What follows belongs to an exercise in optimizing a design on an open flow for small area; a production flow would make more cautious choices. The RTL was checked by simulation tests, not by an equivalence proof against the original design. Power is estimated from default activity; no workload was simulated.

==> flow/design.v (excerpt) <==
module convPoolTop (
    input  logic        clk,
    input  logic        rst,
    input  logic        pixValid,
    input  logic [7:0]  pix,
    input  logic        coefWrite,
    input  logic [3:0]  coefAddr,
    input  logic [15:0] coefData,
    output logic        poolValid,
    output logic [20:0] pool
);
Settings: LEC_CHECK=0, ABC_AREA=1, CAP_MARGIN=20, CORE_MARGIN=2, CORE_UTILIZATION=65, CTS_BUF_LIST=sky130_fd_sc_hd__clkbuf_16, CTS_CLUSTER_DIAMETER=100, CTS_CLUSTER_SIZE=30, PLACE_DENSITY=0.75, SLEW_MARGIN=20; clock period 7.5 ns.
standard.sh (not shown) runs the stock make flow with config.mk's settings and CLKGATE_MAP_FILE= SYNTH_SCRIPT=/design/flow/synth_recipe.tcl, a recipe that flattens the netlist after the stock synthesis.
==> flow/flow/run.sh <==
#!/bin/bash
# Standard synthesis, then the combinational logic mapped again for area
# (flip-flops kept as synthesis made them), then the standard layout.
set -euo pipefail
R=orfs/results/${FLOW_PLATFORM}/convPoolTop/base
LIB=${FLOW_HOME}/platforms/${FLOW_PLATFORM}/lib/sky130_fd_sc_hd__tt_025C_1v80.lib
bash standard.sh synth > synth.log 2>&1
cp $R/1_2_yosys.v std_1_2_yosys.v
python3 flow/netopt.py $LIB std_1_2_yosys.v opt.v > netopt.log 2>&1
DU=""
for c in $(cat flow/dont_use.txt); do DU="$DU -dont_use $c"; done
cat > remap.ys <<EOS
read_liberty -lib $LIB
read_verilog opt.v
hierarchy -top ${FLOW_TOP}
proc; opt_clean
techmap
opt -fast
abc -liberty $LIB $DU -script flow/remap.abc
opt_clean -purge
hilomap -singleton -hicell sky130_fd_sc_hd__conb_1 HI -locell sky130_fd_sc_hd__conb_1 LO
splitnets
opt_clean -purge
insbuf -buf sky130_fd_sc_hd__buf_4 A X
write_verilog -noattr -noexpr -nohex -nodec remap.v
stat -liberty $LIB
EOS
yosys -s remap.ys > remap.log 2>&1
cp remap.v $R/1_2_yosys.v
rm -f $R/1_synth.odb $R/1_synth.sdc
bash standard.sh "BUFFER_PORTS_ARGS=-buffer_cell sky130_fd_sc_hd__buf_1" "CTS_ARGS=-sink_clustering_enable -repair_clock_nets -dont_use_dummy_load -sink_clustering_size 28 -sink_clustering_max_diameter 100 -buf_list sky130_fd_sc_hd__clkbuf_16" finish > layout.log 2>&1
Other scripts of this flow, unchanged in this note and not shown: flow/flow/dont_use.txt, flow/flow/netopt.py, flow/flow/remap.abc
Then changed:
--- a/flow/design.v
+++ b/flow/design.v
@@ -1915,30 +1915,23 @@
     assign fs350 = fc343 ^ fs349 ^ fc344;
     assign fc350 = (fc343 & fs349) | (fc343 & fc344) | (fs349 & fc344);
     assign fs351 = fc345 ^ fc346 ^ fc347;
     assign fc351 = (fc345 & fc346) | (fc345 & fc347) | (fc346 & fc347);
     assign fs352 = fc348 ^ fs351 ^ fc349;
     assign fc352 = (fc348 & fs351) | (fc348 & fc349) | (fs351 & fc349);
     assign rowA = {1'b1, fc351, fs352, fs350, fs344, fc319, fs319, fc276, fs276, fs247, fs215, fs179, fs143, fs107, fs80, fs53, fs35, fs17, fs8};
     assign rowB = {1'b0, fc352, fc350, 1'b0, fc333, fs333, fc299, fs299, fc247, 1'b0, fc179, 1'b0, 1'b0, 1'b0, 1'b0, 1'b0, 1'b0, 1'b0, 1'b0};
     logic [7:0] carryBits;
     assign carryBits = {rowB[17], rowB[16], rowB[14], rowB[13], rowB[12], rowB[11], rowB[10], rowB[8]};
     assign sumA[18] = 1'b1;
-    logic [19:0] cpaC;
-    assign cpaC[0] = 1'b0;
-    always_comb begin
-        for (int j = 0; j < 19; j++) begin
-            convValue[j] = sumA[j] ^ sumB[j] ^ cpaC[j];
-            cpaC[j+1] = (sumA[j] & sumB[j]) | (sumA[j] & cpaC[j]) | (sumB[j] & cpaC[j]);
-        end
-    end
+    assign convValue = sumA + sumB;
     logic [8-1:0] sumBBits;
     always_ff @(posedge clk) sumBBits <= carryBits;
     always_comb begin
         sumB = '0;
         sumB[8] = sumBBits[0];
         sumB[10] = sumBBits[1];
         sumB[11] = sumBBits[2];
         sumB[12] = sumBBits[3];
         sumB[13] = sumBBits[4];
         sumB[14] = sumBBits[5];
         sumB[16] = sumBBits[6];
@@ -1959,46 +1952,37 @@
     input  logic        convValid,
     input  logic [18:0] convValue,
     input  logic        convXodd,
     input  logic        convYodd,
     input  logic        poolLast,
     output logic        poolValid,
     output logic [20:0] pool
 );
     logic signed [18:0] acc;
     logic signed [18:0] upper0, upper1;
     logic signed [18:0] other;
-    logic [19:0] cmpC;
-    logic        otherGreater;
-    always_comb begin
-        cmpC[0] = 1'b1;
-        for (int j = 0; j < 19; j++) begin
-            cmpC[j+1] = (convValue[j] & !other[j]) | (convValue[j] & cmpC[j]) | (!other[j] & cmpC[j]);
-        end
-        otherGreater = convValue[18] ^ !other[18] ^ cmpC[19];
-    end
     always_comb begin
         other = convXodd ? acc : upper0;
     end
     always_ff @(posedge clk) begin
         if (rst) poolValid <= 1'b0;
         else     poolValid <= convValid && convXodd && convYodd;
     end
     always_ff @(posedge clk) begin
         if (convValid) begin
             if (!convXodd) begin
                 upper0 <= upper1;
                 upper1 <= acc;
             end
             if (!convXodd && !convYodd) acc <= convValue;
-            else if (otherGreater) acc <= other;
+            else if (other > $signed(convValue)) acc <= other;
             else acc <= convValue;
         end
     end
     assign pool = {acc[18], acc, poolLast};
 endmodule
 `timescale 1ns/1ps
 module convPoolTop (
     input  logic        clk,
     input  logic        rst,
     input  logic        pixValid,
     input  logic [7:0]  pix,
Effect: The new run passed the timing, DRC and antenna checks. Count of clock-buffer cells in the layout stays the same. Routed wire length grows by 0.78%. Cell area rose by 1.1%. Total power is higher by 2.0%. Setup slack gets better by 0.18 ns. Maximum frequency grows by 2.7%. Sequential share of layout area shrinks by 0.41 points. Area after synthesis is higher by 1.0%. Critical path depth stays the same. Utilization goes down by 0.61 points. Hold slack is worse by 0.023 ns. Via count came out higher by 0.66%. Die area goes up by 1.0%.


Another version of the RTL of convPoolTop (not shown whole).
Size: about 2,100 cells after synthesis, ~24,000 um^2 of cells after synthesis.
clock: 7.5 ns
lec_check: 0
abc_area: 1
cap_margin: 20
core_margin: 2
core_utilization: 40
cts_buf_list: sky130_fd_sc_hd__clkbuf_16
cts_cluster_diameter: 100
cts_cluster_size: 30
slew_margin: 20
==> flow/flow/run.sh <==
#!/bin/bash
# Standard synthesis, then the combinational logic mapped again for area
# (flip-flops kept as synthesis made them), then the standard layout.
set -euo pipefail
R=orfs/results/${FLOW_PLATFORM}/convPoolTop/base
LIB=${FLOW_HOME}/platforms/${FLOW_PLATFORM}/lib/sky130_fd_sc_hd__tt_025C_1v80.lib
bash standard.sh synth > synth.log 2>&1
cp $R/1_2_yosys.v std_1_2_yosys.v
python3 flow/netopt.py $LIB std_1_2_yosys.v opt.v > netopt.log 2>&1
DU=""
for c in $(cat flow/dont_use.txt); do DU="$DU -dont_use $c"; done
cat > remap.ys <<EOS
read_liberty -lib $LIB
read_verilog opt.v
hierarchy -top ${FLOW_TOP}
proc; opt_clean
techmap
opt -fast
abc -liberty $LIB $DU -script flow/remap.abc
opt_clean -purge
hilomap -singleton -hicell sky130_fd_sc_hd__conb_1 HI -locell sky130_fd_sc_hd__conb_1 LO
splitnets
opt_clean -purge
insbuf -buf sky130_fd_sc_hd__buf_4 A X
write_verilog -noattr -noexpr -nohex -nodec remap.v
stat -liberty $LIB
EOS
yosys -s remap.ys > remap.log 2>&1
cp remap.v $R/1_2_yosys.v
rm -f $R/1_synth.odb $R/1_synth.sdc
bash standard.sh "BUFFER_PORTS_ARGS=-buffer_cell sky130_fd_sc_hd__buf_1" finish > layout.log 2>&1
Other scripts of this flow, unchanged in this note and not shown: flow/flow/dont_use.txt, flow/flow/netopt.py, flow/flow/remap.abc
The starting point went through all stages and came out clean.
Change:
--- a/flow/design.v
+++ b/flow/design.v
@@ -1,32 +1,32 @@
 `timescale 1ns/1ps
 module lineWindow (
     input  logic        clk,
     input  logic        rst,
     input  logic        pixValid,
     input  logic [7:0]  pix,
     output logic        winValid,
     output logic [71:0] win,
-    output logic        winXodd,
-    output logic        winYodd,
-    output logic        winLast
+    output logic        convXodd,
+    output logic        convYodd,
+    output logic        poolLast
 );
     localparam int imgSize = 8;
     logic [8*18-1:0] hist;
     logic [8*19-1:0] taps;
     logic [2:0] row;
     logic [2:0] col;
     assign winValid = pixValid && row >= 3'd2 && col >= 3'd2;
-    assign winXodd = col[0];
-    assign winYodd = row[0];
-    assign winLast = row == 3'd7 && col == 3'd7;
+    assign convXodd = !col[0];
+    assign convYodd = row[0] ^ (col == 3'd0);
+    assign poolLast = row == 3'd0;
     always_ff @(posedge clk) begin
         if (rst) begin
             row <= '0;
             col <= '0;
         end else begin
             if (pixValid) begin
                 col <= col + 1'b1;
                 if (col == 3'(imgSize - 1)) row <= row + 1'b1;
             end
         end
     end
@@ -43,30 +43,24 @@
     end
 endmodule
 `timescale 1ns/1ps
 module convMac (
     input  logic        clk,
     input  logic        rst,
     input  logic        coefWrite,
     input  logic [3:0]  coefAddr,
     input  logic [15:0] coefData,
     input  logic        winValid,
     input  logic [71:0] win,
-    input  logic        winXodd,
-    input  logic        winYodd,
-    input  logic        winLast,
     output logic        convValid,
-    output logic [18:0] convValue,
-    output logic        convXodd,
-    output logic        convYodd,
-    output logic        convLast
+    output logic [18:0] convValue
 );
     logic [71:0] kernel;
     logic [15:0] bias;
     always_ff @(posedge clk) begin
         if (coefWrite) begin
             for (int k = 0; k < 9; k++) begin
                 if (coefAddr == 4'(k)) kernel[k*8 +: 8] <= coefData[7:0];
             end
             if (coefAddr == 4'd9) bias <= coefData;
         end
     end
@@ -1941,113 +1935,99 @@
         sumB[13] = sumBBits[4];
         sumB[14] = sumBBits[5];
         sumB[16] = sumBBits[6];
         sumB[17] = sumBBits[7];
     end
     always_ff @(posedge clk) begin
         if (rst) convValid <= 1'b0;
         else     convValid <= winValid;
     end
     always_ff @(posedge clk) begin
         sumA[17:0] <= rowA[17:0];
-        convXodd  <= winXodd;
-        convYodd  <= winYodd;
-        convLast  <= winLast;
     end
 endmodule
 `timescale 1ns/1ps
 module maxPool (
     input  logic        clk,
     input  logic        rst,
     input  logic        convValid,
     input  logic [18:0] convValue,
     input  logic        convXodd,
     input  logic        convYodd,
-    input  logic        convLast,
+    input  logic        poolLast,
     output logic        poolValid,
     output logic [20:0] pool
 );
     logic signed [18:0] acc;
     logic signed [18:0] upper0, upper1;
     logic signed [18:0] other;
-    logic               last;
     always_comb begin
         other = convXodd ? acc : upper0;
     end
     always_ff @(posedge clk) begin
         if (rst) poolValid <= 1'b0;
         else     poolValid <= convValid && convXodd && convYodd;
     end
     always_ff @(posedge clk) begin
-        last <= convLast;
-    end
-    always_ff @(posedge clk) begin
         if (convValid) begin
             if (!convXodd) begin
                 upper0 <= upper1;
                 upper1 <= acc;
             end
             if (!convXodd && !convYodd) acc <= convValue;
             else if (other > $signed(convValue)) acc <= other;
             else acc <= convValue;
         end
     end
-    assign pool = {acc[18], acc, last};
+    assign pool = {acc[18], acc, poolLast};
 endmodule
 `timescale 1ns/1ps
 module convPoolTop (
     input  logic        clk,
     input  logic        rst,
     input  logic        pixValid,
     input  logic [7:0]  pix,
     input  logic        coefWrite,
     input  logic [3:0]  coefAddr,
     input  logic [15:0] coefData,
     output logic        poolValid,
     output logic [20:0] pool
 );
     logic        winValid;
     logic [71:0] win;
-    logic        winXodd, winYodd, winLast;
     logic        convValid;
     logic [18:0] convValue;
-    logic        convXodd, convYodd, convLast;
+    logic        convXodd, convYodd, poolLast;
     lineWindow uLineWindow (
         .clk      (clk),
         .rst      (rst),
         .pixValid (pixValid),
         .pix      (pix),
         .winValid (winValid),
         .win      (win),
-        .winXodd  (winXodd),
-        .winYodd  (winYodd),
-        .winLast  (winLast)
+        .convXodd (convXodd),
+        .convYodd (convYodd),
+        .poolLast (poolLast)
     );
     convMac uConvMac (
         .clk       (clk),
         .rst       (rst),
         .coefWrite (coefWrite),
         .coefAddr  (coefAddr),
         .coefData  (coefData),
         .winValid  (winValid),
         .win       (win),
-        .winXodd   (winXodd),
-        .winYodd   (winYodd),
-        .winLast   (winLast),
         .convValid (convValid),
-        .convValue (convValue),
-        .convXodd  (convXodd),
-        .convYodd  (convYodd),
-        .convLast  (convLast)
+        .convValue (convValue)
     );
     maxPool uMaxPool (
         .clk       (clk),
         .rst       (rst),
         .convValid (convValid),
         .convValue (convValue),
         .convXodd  (convXodd),
         .convYodd  (convYodd),
-        .convLast  (convLast),
+        .poolLast  (poolLast),
         .poolValid (poolValid),
         .pool      (pool)
     );
 endmodule
The changed run ran to the end with no violations.
Die area is about the same.
Total power climbs by 0.48%.
Worst setup slack gets better by 0.033 ns.
Combinational power rises by about 3%.
Wire length came out higher by 2.4%.
Core utilization goes up by 0.34 points.
Design area fell by 0.55%.
Via count is lower by 0.37%.
Critical path depth goes down by 1.
Non-clock buffer count stays the same.
Sequential share of layout area went down by 0.11 points.
Cell count is lower by 0.57%.
Count of clock-buffer cells in the layout came out lower by 1.
Clock power drops by about 8%.

==> static timing again, ports no longer ideal <==
No port has a modelled driver above. Below, the same layouts with a new extraction and two added sets of constraints. Step 1 sets driving cells, clkbuf_16 on the clock port and buf_2 on the other inputs (assumed; they add their load-dependent delay and slew). Step 2, shift: input delay + t, output delay - t, t = (earliest + latest rising clock arrival at the registers) / 2. This alone moves slack from input paths to output paths. Slacks: no drivers / after step 1 / after step 2; pairs: no drivers / after step 1.
| run | t, ns | setup slack, ns | slew at the worst register clock pin (ns) |
|---|---|---|---|
| the first run of note 1 | 0.578 | 0.550 / 0.550 / 0.550 | 0.12 / 0.12 |
| the second run of note 1 | 0.573 | 0.732 / 0.732 / 0.732 | 0.12 / 0.12 |
| the first run of note 2 | 0.629 | 0.697 / 0.697 / 0.697 | 0.12 / 0.12 |
| the second run of note 2 | 0.609 | 0.730 / 0.730 / 0.730 | 0.12 / 0.12 |
After both steps setup and hold are still met in every run listed.
